Context: an optimization exercise on an open-source flow, tuned for small area, a short achievable clock period and few clock cycles per item. The choices shown serve that exercise and are no tape-out recipe.
In this exercise RTL edits were held to simulation tests only and were not proved equivalent to the original.

### run.sh
#!/bin/bash
# synth_recipe.tcl (not shown) runs the flow's synth.tcl, then flattens the netlist and writes it again
# the make line also repeats each setting of config.mk as NAME=value (left out here)
make -C /OpenROAD-flow-scripts/flow DESIGN_CONFIG=/design/flow/config.mk WORK_HOME=/design/flow/orfs CLKGATE_MAP_FILE= SYNTH_SCRIPT=/design/flow/synth_recipe.tcl finish
### config.mk
export PLATFORM = sky130hd
export DESIGN_NAME = chiptune_sound_generator
export DESIGN_NICKNAME = chiptune_sound_generator
export VERILOG_FILES = /design/flow/design.v
export SDC_FILE = /design/flow/constraint.sdc
export NUM_CORES = 4
export LEC_CHECK = 0
export CAP_MARGIN = 20
export CORE_MARGIN = 2
export CORE_UTILIZATION = 40
export SLEW_MARGIN = 20
### constraint.sdc
create_clock -name core_clock -period 10.0 [get_ports {clk}]
set_input_delay 2.0000 -clock core_clock [delete_from_list [all_inputs] [get_ports {clk}]]
set_output_delay 2.0000 -clock core_clock [all_outputs]
set_load 0.01 [all_outputs]
### design.v
module csg_div #(
  parameter integer NUM_W     = 56,
  parameter integer DEN_W     = 43,
  parameter integer DIV_STEPS = 16
) (
  input  logic             clk,
  input  logic             rst_n,
  input  logic             start,
  input  logic [NUM_W-1:0] num,
  input  logic [DEN_W-1:0] den,
  output logic             done,
  output logic [DIV_STEPS-1:0] quo
);
  localparam integer SH_W  = DEN_W + DIV_STEPS - 1;
  localparam integer CNT_W = $clog2(DIV_STEPS);
  logic                 busy_r;
  logic                 done_r;
  logic [CNT_W-1:0]     cnt_r;
  logic [NUM_W-1:0]     rem_r;
  logic [SH_W-1:0]      dsh_r;
  logic [DIV_STEPS-1:0] quo_r;
  logic                 ge;
  assign ge   = {{(SH_W-NUM_W){1'b0}}, rem_r} >= dsh_r;
  assign done = done_r;
  assign quo  = quo_r;
  always_ff @(posedge clk) begin
    if (!rst_n) begin
      busy_r <= 1'b0;
      done_r <= 1'b0;
      cnt_r  <= '0;
    end else begin
      done_r <= 1'b0;
      if (start) begin
        busy_r <= 1'b1;
        cnt_r  <= '0;
      end else if (busy_r) begin
        cnt_r <= cnt_r + CNT_W'(1);
        if (cnt_r == CNT_W'(DIV_STEPS - 1)) begin
          busy_r <= 1'b0;
          done_r <= 1'b1;
        end
      end
    end
  end
  always_ff @(posedge clk) begin
    if (start) begin
      rem_r <= num;
      dsh_r <= {den, {(DIV_STEPS-1){1'b0}}};
      quo_r <= '0;
    end else if (busy_r) begin
      if (ge) rem_r <= rem_r - dsh_r[NUM_W-1:0];
      quo_r <= {quo_r[DIV_STEPS-2:0], ge};
      dsh_r <= dsh_r >> 1;
    end
  end
endmodule
module chiptune_sound_generator (
  input  logic        clk,
  input  logic        rst_n,
  input  logic        in_valid,
  output logic        in_stall,
  input  logic [1:0]  in_kind,
  input  logic [1:0]  in_voice,
  input  logic [23:0] in_phase_step,
  input  logic [3:0]  in_noise_rate,
  output logic        out_valid,
  input  logic        out_stall,
  output logic signed [15:0] out_sample,
  input  logic        psel,
  input  logic        penable,
  input  logic        pwrite,
  input  logic [4:0]  paddr,
  input  logic [31:0] pwdata,
  output logic [31:0] prdata,
  output logic        pready
);
  localparam integer PHASE_BITS = 24;
  localparam integer DIV_STEPS  = 16;
  localparam integer NUM_W      = 56;
  localparam integer DEN_W      = 43;
  localparam logic [PHASE_BITS:0] TRI_FULL = {1'b1, {PHASE_BITS{1'b0}}};
  localparam logic [NUM_W-1:0] SQ_NUM_K  = 56'd115056000;      
  localparam logic [DEN_W-1:0] SQ_DEN_K0 = 43'd812800;         
  localparam logic [NUM_W-1:0] TND_NUM_K = 56'd191748000;      
  localparam logic signed [43:0] TND_DEN_K0 = 44'sd5156183398400;  
  localparam logic [1:0] KIND_SAMPLE = 2'd0;
  localparam logic [1:0] KIND_FRAME = 2'd1;
  localparam logic [1:0] KIND_NOTE = 2'd2;
  localparam logic [1:0] KIND_REST = 2'd3;
  localparam logic [1:0] VOICE_SQ_A = 2'd0;
  localparam logic [1:0] VOICE_SQ_B = 2'd1;
  localparam logic [1:0] VOICE_TRI = 2'd2;
  localparam logic [1:0] VOICE_NOISE = 2'd3;
  localparam logic [2:0] REG_SQ_A_DUTY = 3'd0;
  localparam logic [2:0] REG_SQ_B_DUTY = 3'd1;
  localparam logic [2:0] REG_SQ_A_ENV = 3'd2;
  localparam logic [2:0] REG_SQ_B_ENV = 3'd3;
  localparam logic [2:0] REG_NOISE_ENV = 3'd4;
  localparam logic [2:0] ST_IDLE = 3'd0;
  localparam logic [2:0] ST_SQ_START = 3'd1;
  localparam logic [2:0] ST_SQ_WAIT = 3'd2;
  localparam logic [2:0] ST_TND_START = 3'd3;
  localparam logic [2:0] ST_TND_WAIT = 3'd4;
  localparam logic [2:0] ST_OUT = 3'd5;
  localparam logic [31:0] DUTY_ROWS = {8'b1111_1001, 8'b0001_1110,
                                           8'b0000_0110, 8'b0000_0010};
  localparam logic [191:0] NOISE_PERIODS = {
    12'd4068, 12'd2034, 12'd1016, 12'd762, 12'd508, 12'd380, 12'd254, 12'd202,
    12'd160, 12'd128, 12'd96, 12'd64, 12'd32, 12'd16, 12'd8, 12'd4};
  function automatic logic [8:0] env_step(input logic [8:0] e, input logic [3:0] period);
    logic [8:0] r;
    r = e;
    if (e[0]) begin
      r = {4'd15, period, 1'b0};
    end else if (e[8:5] != 4'd0) begin
      if (e[4:1] <= 4'd1) begin
        r[4:1] = period;
        r[8:5] = e[8:5] - 4'd1;
      end else begin
        r[4:1] = e[4:1] - 4'd1;
      end
    end
    env_step = r;
  endfunction
  logic [1:0] duty_a_r, duty_b_r;
  logic [3:0] env_per0_r, env_per1_r, env_per2_r;
  logic [PHASE_BITS-1:0] sq_phase0_r, sq_phase1_r;
  logic [PHASE_BITS-1:0] sq_step0_r, sq_step1_r;
  logic [PHASE_BITS-1:0] tri_phase_r, tri_step_r;
  logic                  tri_on_r;
  logic [8:0]            env0_r, env1_r, env2_r;   
  logic [14:0]           nz_shift_r;
  logic [3:0]            nz_rate_r;
  logic [11:0]           nz_count_r;
  logic [2:0] state_r, state_nxt;
  logic [4:0]         s_r;
  logic signed [13:0] t_r;
  logic [3:0]         n_r;
  logic signed [28:0] x_r;
  logic [15:0]        part_sq_r;
  logic               out_valid_r;
  logic signed [15:0] out_sample_r;
  logic in_acc, cfg_wr;
  logic [1:0] kind;
  logic [1:0] voice;
  assign kind     = in_kind;
  assign voice    = in_voice;
  assign in_stall = (state_r != ST_IDLE);
  assign in_acc   = in_valid && !in_stall;
  assign pready   = 1'b1;
  assign cfg_wr   = psel && penable && pwrite;
  assign out_valid  = out_valid_r;
  assign out_sample = out_sample_r;
  always_ff @(posedge clk) begin
    if (!rst_n) begin
      duty_a_r   <= 2'd1;
      duty_b_r   <= 2'd2;
      env_per0_r <= 4'd12;
      env_per1_r <= 4'd9;
      env_per2_r <= 4'd2;
    end else if (cfg_wr) begin
      case (paddr[4:2])
        REG_SQ_A_DUTY: duty_a_r   <= pwdata[1:0];
        REG_SQ_B_DUTY: duty_b_r   <= pwdata[1:0];
        REG_SQ_A_ENV:  env_per0_r <= pwdata[3:0];
        REG_SQ_B_ENV:  env_per1_r <= pwdata[3:0];
        REG_NOISE_ENV: env_per2_r <= pwdata[3:0];
        default: ;
      endcase
    end
  end
  always_comb begin
    prdata = '0;
    case (paddr[4:2])
      REG_SQ_A_DUTY: prdata = {30'd0, duty_a_r};
      REG_SQ_B_DUTY: prdata = {30'd0, duty_b_r};
      REG_SQ_A_ENV:  prdata = {28'd0, env_per0_r};
      REG_SQ_B_ENV:  prdata = {28'd0, env_per1_r};
      REG_NOISE_ENV: prdata = {28'd0, env_per2_r};
      default:       prdata = '0;
    endcase
  end
  logic [3:0]  lvl_a, lvl_b, lvl_n;
  logic [PHASE_BITS:0] tri_two, tri_dist;
  logic [9:0]  tri_a;
  logic signed [11:0] tri_v;
  logic signed [13:0] t_nxt;
  logic [12:0] nz_c;
  logic        nz_clk;
  logic [14:0] nz_shift_nxt;
  always_comb begin
    lvl_a = DUTY_ROWS[{duty_a_r, sq_phase0_r[PHASE_BITS-1 -: 3]}] ? env0_r[8:5] : 4'd0;
    lvl_b = DUTY_ROWS[{duty_b_r, sq_phase1_r[PHASE_BITS-1 -: 3]}] ? env1_r[8:5] : 4'd0;
    tri_two  = {tri_phase_r, 1'b0};
    tri_dist = tri_two[PHASE_BITS] ? (tri_two - TRI_FULL) : (TRI_FULL - tri_two);
    tri_a    = tri_dist[PHASE_BITS -: 10];
    tri_v    = $signed({1'b0, tri_a, 1'b0}) - 12'sd512;
    t_nxt    = tri_on_r ? 14'(14'(tri_v) * 14'sd15) : 14'sd0;
    nz_c   = {1'b0, nz_count_r} + 13'd1;
    nz_clk = nz_c >= {1'b0, NOISE_PERIODS[12*nz_rate_r +: 12]};
    nz_shift_nxt = nz_clk ? {nz_shift_r[0] ^ nz_shift_r[1], nz_shift_r[14:1]} : nz_shift_r;
    lvl_n  = nz_shift_nxt[0] ? env2_r[8:5] : 4'd0;
  end
  always_ff @(posedge clk) begin
    if (!rst_n) begin
      sq_phase0_r <= '0;
      sq_phase1_r <= '0;
      sq_step0_r  <= '0;
      sq_step1_r  <= '0;
      tri_phase_r <= '0;
      tri_step_r  <= '0;
      tri_on_r    <= 1'b1;
      env0_r      <= {4'd0, 4'd0, 1'b1};
      env1_r      <= {4'd0, 4'd0, 1'b1};
      env2_r      <= {4'd0, 4'd0, 1'b1};
      nz_shift_r  <= '0;
      nz_rate_r   <= '0;
      nz_count_r  <= '0;
    end else if (in_acc) begin
      case (kind)
        KIND_SAMPLE: begin
          sq_phase0_r <= sq_phase0_r + sq_step0_r;
          sq_phase1_r <= sq_phase1_r + sq_step1_r;
          if (tri_on_r) tri_phase_r <= tri_phase_r + tri_step_r;
          nz_shift_r <= nz_shift_nxt;
          nz_count_r <= nz_clk ? 12'd0 : nz_c[11:0];
        end
        KIND_FRAME: begin
          env0_r <= env_step(env0_r, env_per0_r);
          env1_r <= env_step(env1_r, env_per1_r);
          env2_r <= env_step(env2_r, env_per2_r);
        end
        KIND_NOTE: begin
          case (voice)
            VOICE_SQ_A: begin
              sq_step0_r     <= PHASE_BITS'(in_phase_step);
              sq_phase0_r    <= '0;
              env0_r[0] <= 1'b1;
            end
            VOICE_SQ_B: begin
              sq_step1_r     <= PHASE_BITS'(in_phase_step);
              sq_phase1_r    <= '0;
              env1_r[0] <= 1'b1;
            end
            VOICE_TRI: begin
              tri_on_r    <= 1'b1;
              tri_step_r  <= PHASE_BITS'(in_phase_step);
              tri_phase_r <= '0;
            end
            default: begin
              nz_shift_r <= 15'd1;
              nz_rate_r  <= in_noise_rate;
              env2_r[0] <= 1'b1;
            end
          endcase
        end
        default: begin
          case (voice)
            VOICE_SQ_A: env0_r[8:5] <= 4'd0;
            VOICE_SQ_B: env1_r[8:5] <= 4'd0;
            VOICE_TRI:  tri_on_r <= 1'b0;
            default:    env2_r[8:5] <= 4'd0;
          endcase
        end
      endcase
    end
  end
  logic div_start, div_done, sel_tnd, load_x, load_sq, load_out, out_free;
  logic [NUM_W-1:0] div_num;
  logic [DEN_W-1:0] div_den;
  logic [15:0]      div_quo;
  assign out_free = !out_valid_r || !out_stall;
  always_comb begin
    state_nxt = state_r;
    case (state_r)
      ST_IDLE:      if (in_acc && kind == KIND_SAMPLE) state_nxt = ST_SQ_START;
      ST_SQ_START:  state_nxt = ST_SQ_WAIT;
      ST_SQ_WAIT:   if (div_done) state_nxt = ST_TND_START;
      ST_TND_START: state_nxt = ST_TND_WAIT;
      ST_TND_WAIT:  if (div_done) state_nxt = ST_OUT;
      ST_OUT:       if (out_free) state_nxt = ST_IDLE;
      default:      state_nxt = ST_IDLE;
    endcase
  end
  always_comb begin
    div_start = 1'b0;
    sel_tnd   = 1'b0;
    load_x    = 1'b0;
    load_sq   = 1'b0;
    load_out  = 1'b0;
    case (state_r)
      ST_SQ_START: begin
        div_start = 1'b1;
        load_x    = 1'b1;
      end
      ST_SQ_WAIT:   load_sq = div_done;
      ST_TND_START: begin
        div_start = 1'b1;
        sel_tnd   = 1'b1;
      end
      ST_OUT:       load_out = out_free;
      default: ;
    endcase
  end
  always_ff @(posedge clk) begin
    if (!rst_n) state_r <= ST_IDLE;
    else        state_r <= state_nxt;
  end
  logic [27:0] x_abs;
  always_comb begin
    x_abs = x_r[28] ? 28'(-x_r) : 28'(x_r);
    if (sel_tnd) begin
      div_num = 56'(x_abs) * TND_NUM_K;
      div_den = 43'(TND_DEN_K0 + 44'(x_r) * 44'sd10000);
    end else begin
      div_num = 56'(s_r) * SQ_NUM_K;
      div_den = SQ_DEN_K0 + 43'(s_r) * 43'd10000;
    end
  end
  csg_div #(
    .NUM_W     (NUM_W),
    .DEN_W     (DEN_W),
    .DIV_STEPS (DIV_STEPS)
  ) u_div (
    .clk   (clk),
    .rst_n (rst_n),
    .start (div_start),
    .num   (div_num),
    .den   (div_den),
    .done  (div_done),
    .quo   (div_quo)
  );
  logic signed [16:0] part_tnd;
  logic signed [17:0] mix_sum;
  logic signed [15:0] mix_sat;
  always_comb begin
    part_tnd = x_r[28] ? -$signed({1'b0, div_quo}) : $signed({1'b0, div_quo});
    mix_sum  = 18'($signed({1'b0, part_sq_r})) + 18'(part_tnd);
    if (mix_sum > 18'sd32767)       mix_sat = 16'sh7FFF;
    else if (mix_sum < -18'sd32768) mix_sat = 16'sh8000;
    else                            mix_sat = mix_sum[15:0];
  end
  always_ff @(posedge clk) begin
    if (in_acc && kind == KIND_SAMPLE) begin
      s_r <= 5'(lvl_a) + 5'(lvl_b);
      t_r <= t_nxt;
      n_r <= lvl_n;
    end
    if (load_x)
      x_r <= 29'(29'(t_r) * 29'sd12241) + 29'($signed({25'd0, n_r}) * 29'sd4212224);
    if (load_sq)  part_sq_r <= div_quo;
    if (load_out) out_sample_r <= mix_sat;
  end
  always_ff @(posedge clk) begin
    if (!rst_n)        out_valid_r <= 1'b0;
    else if (load_out) out_valid_r <= 1'b1;
    else if (!out_stall) out_valid_r <= 1'b0;
  end
endmodule
==> summary.txt <==
RSZ-0062 raised after global routing - no
Row Count - 134
fraction of registers with async set/reset - 0%
clk latency of the worst-skew pair - 0.65 ns
synth unique cells - 108
Worst setup EP type - register
Buffers on Ports - 67
Vias per Instance - 5.223
Yosys warnings - 2
critical-path maximum fanout - 7
final RePlAce weighted congestion - 0.9516
Crit path required time - 10.52 ns
global-route wire length before repair - 218100 um
Worst EP arrival - 9.74 ns
top cell family by delay on the critical path - adder cells
area delta synth->final - 8.116%
FF+latch count, synth - 441
die height - 369.8 um
Crit Path Class - register to register
Least-Margin Pin Slew - 1.077 ns
Top-Level Pins - 127
clk buf depth - 3
H-tree depth - 2
Max Freq - 0.1085 GHz
Mapped Cells - 5909
ys flop type - dfxtp_1
Iteration-0 DRC Markers - 2522
grt ovf - 0
DR vias - 40288
Netlist Area Pre-Place - 0.05351 mm2
CP Buf/Inv Count - 6
status - finished clean
syn avg cell area - 9.056 um2
Total GRT Usage - 19.83%
hold slack - 0.4586 ns
Fillers - 13112
DRC - 0
Worst Hold Class - register to register
final hold violations - 0
largest net degree at the start of global routing - 72
total iterations of the first detailed-routing run - 5
n_diodes - 0
CTS root buf - clkbuf_16
Max-Cap Viols - 0
Routed Antenna Nets - 0
Slew Limit Fails - 0
sequential share of the synthesized area - 19.88%
total detailed-routing wirelength - 136400 um
vias in the first global route - 40396
CP Launch Type - register
DR WL/cell - 17.68 um
Initial Util - 40.20%
setup_tns - 0 ns
sequential cell area - 0.01064 mm2
clock slew at reported path FFs - 0.06 ns
Net count, final - 7249
Tmin final - 9.221 ns
multi-input logic area - 0.03847 mm2
Rel. slew slack - 27.96%
antenna violations before repair - 10
hold buffer count at cts - 0
CTS Sinks - 441
clock skew - 0.03628 ns
Final Cycle Share - 92.21%
CTS buffer count - 54
post-DP HPWL - 111500 um
EDFF count, synth - 181
worst stage delay on the critical path - 0.62 ns
CTS tree - built
number of setup violations in the final report - 0
die area - 0.1367 mm2
share of layout cells above drive strength 1 - 3.902%
die width - 369.8 um
CP max-delay cell - edfxtp_1
core area - 0.1331 mm2
## placed cells by master (no fill, tap or decap), types with 21 or more instances in the layout
cell type	synthesis	final
nor3_1	66	65
o22ai_1	21	21
ha_1	782	782
a22oi_1	49	49
buf_4	30	55
edfxtp_1	181	181
nand4_1	57	57
clkdlybuf4s50_1	0	66
clkbuf_16	0	56
or3_1	30	30
o31ai_1	23	23
mux2i_1	74	74
nand3_1	111	111
o21ai_0	267	266
a211oi_1	23	23
o21bai_1	46	46
and2_1	59	59
xnor2_1	245	244
dfxtp_1	260	258
nand2_1	405	404
or2_2	25	25
inv_1	965	964
xor2_1	134	134
nor2b_1	79	78
a31oi_1	31	31
a21oi_1	336	335
a21boi_0	80	80
nand2b_1	60	58
nor2_1	268	268
o21a_1	39	39
o211ai_1	28	28
conb_1	2	29
fa_1	486	486
a21o_1	189	189
and3_1	40	40
## flip-flops by register name, indices dropped and copies added, names as in the netlist, 5 cells and up
name	flops
u_div.dsh_r	58
u_div.rem_r	56
x_r	28
sq_phase0_r	24
sq_phase1_r	24
sq_step0_r	24
sq_step1_r	24
tri_phase_r	24
tri_step_r	24
out_sample_r	16
part_sq_r	16
u_div.quo_r	16
nz_shift_r	15
t_r	13
nz_count_r	12
env0_r	9
env1_r	9
env2_r	9
s_r	5
## cell families after synthesis
group           count (synthesis)  synth area share [%]
compound gates               1291                 15.82
fa+ha+maj                    1270                 36.50
simple gates                 1269                 11.55
buf+inv                      1178                 8.513
flops                         441                 19.88
xor+xnor                      381                 6.264
mux                            77                 1.447
other cells                     2               0.01403
## through the flow
stage               setup WS (ns)  instance area [um2]  instances  utilization (%)
detailed placement         0.5146                56030       7616            42.09
finish                     0.7792                57860       7714            43.46
global placement           0.5854                56020       7615            42.08
global route               0.3407                57860       7714            43.46
floorplan                   1.465                53610       5936                -
CTS                        0.4670                57830       7713            43.44
## cell type report
| class | count | area share, % |
|---|---|---|
| Timing Repair Buffer | 122 | 1.881 |
| Clock buffer | 71 | 2.647 |
| Inverter | 969 | 6.287 |
| Clock inverter | 26 | 0.4715 |
| Sequential cell | 441 | 18.40 |
| Tap cell | 1768 | 3.824 |
| Multi-Input combinational cell | 4317 | 66.49 |
## cells in the mapped netlist, types with 28 or more instances
cell type	count	area share, %
nor3_1	66	0.62
or3_1	30	0.35
nand2b_1	60	0.70
a21o_1	189	2.7
nand2_1	405	2.8
edfxtp_1	181	10
clkbuf_1	159	1.1
fa_1	486	18
nand3_1	111	1.0
a31oi_1	31	0.36
dfxtp_1	260	9.7
a21boi_0	80	1.1
ha_1	782	18
o21a_1	39	0.55
and3_1	40	0.47
inv_1	965	6.8
a22oi_1	49	0.69
xnor2_1	245	4.0
and2_1	59	0.69
nor2b_1	79	0.92
xor2_1	134	2.2
a21oi_1	336	3.1
o21ai_0	267	2.5
buf_4	30	0.42
nor2_1	268	1.9
o211ai_1	28	0.39
o21bai_1	46	0.65
mux2i_1	74	1.4
nand4_1	57	0.67
## path summary, 6_finish.rpt
check	start	endpoint	slack (ns)	depth (start not counted)
worst min-delay path	tri_step_r[2]	tri_step_r[2]	0.46	2
worst min register to register	tri_step_r[2]	tri_step_r[2]	0.46	2
worst max-delay path	x_r[3]	u_div.rem_r[55]	0.78	32
worst max register to register	x_r[3]	u_div.rem_r[55]	0.78	32
## per-layer routing
| layer | global-route usage (%) | part of all wire (%) |
|---|---|---|
| met1 | 26.47 | 45 |
| met2 | 33.20 | 46 |
| met3 | 2.743 | 4.9 |
| met4 | 6.121 | 3.3 |
| met5 | 0 | 0.054 |
## tightest hold or removal path, cell delays in order, from the launching register on
cell	delay, ns
dfxtp_1	0.31
nand2_1	0.05
a21oi_1	0.05
## timing repair
action	in CTS	in global routing
endpoints found under the hold margin	0	0
resized for setup	0	1
buffers inserted	0	0
setup endpoints to repair	0	1
Testbench counts, summed over its fixed seeds: cycles 288,216, items 7,530.

-- what the ideal ports hide --
Ports are ideal in the flow. The routed layout listed here was re-timed in OpenROAD. Step 1 assumes that a clkbuf_16 drives the clock port and a buf_2 every other input. Step 2 adds t to the input delays and takes it off the output delays; t is the mean of the earliest and latest rising clock arrival at the registers after step 1. Input paths then give back, and output paths get back, about the clock's delay inside the block. Slacks: ideal ports / drivers / drivers and shift; pairs: ideal ports / drivers.
shift t [ns]: 0.704
setup slack, ns: 0.779 / 0.779 / 0.779
hold WS [ns]: 0.459 / 0.459 / 0.459
worst setup path after step 2: register to register
After both steps this run still meets setup and hold. The setup slack of this run moves by 0.000 ns with the drivers and by 0.000 ns with both steps.
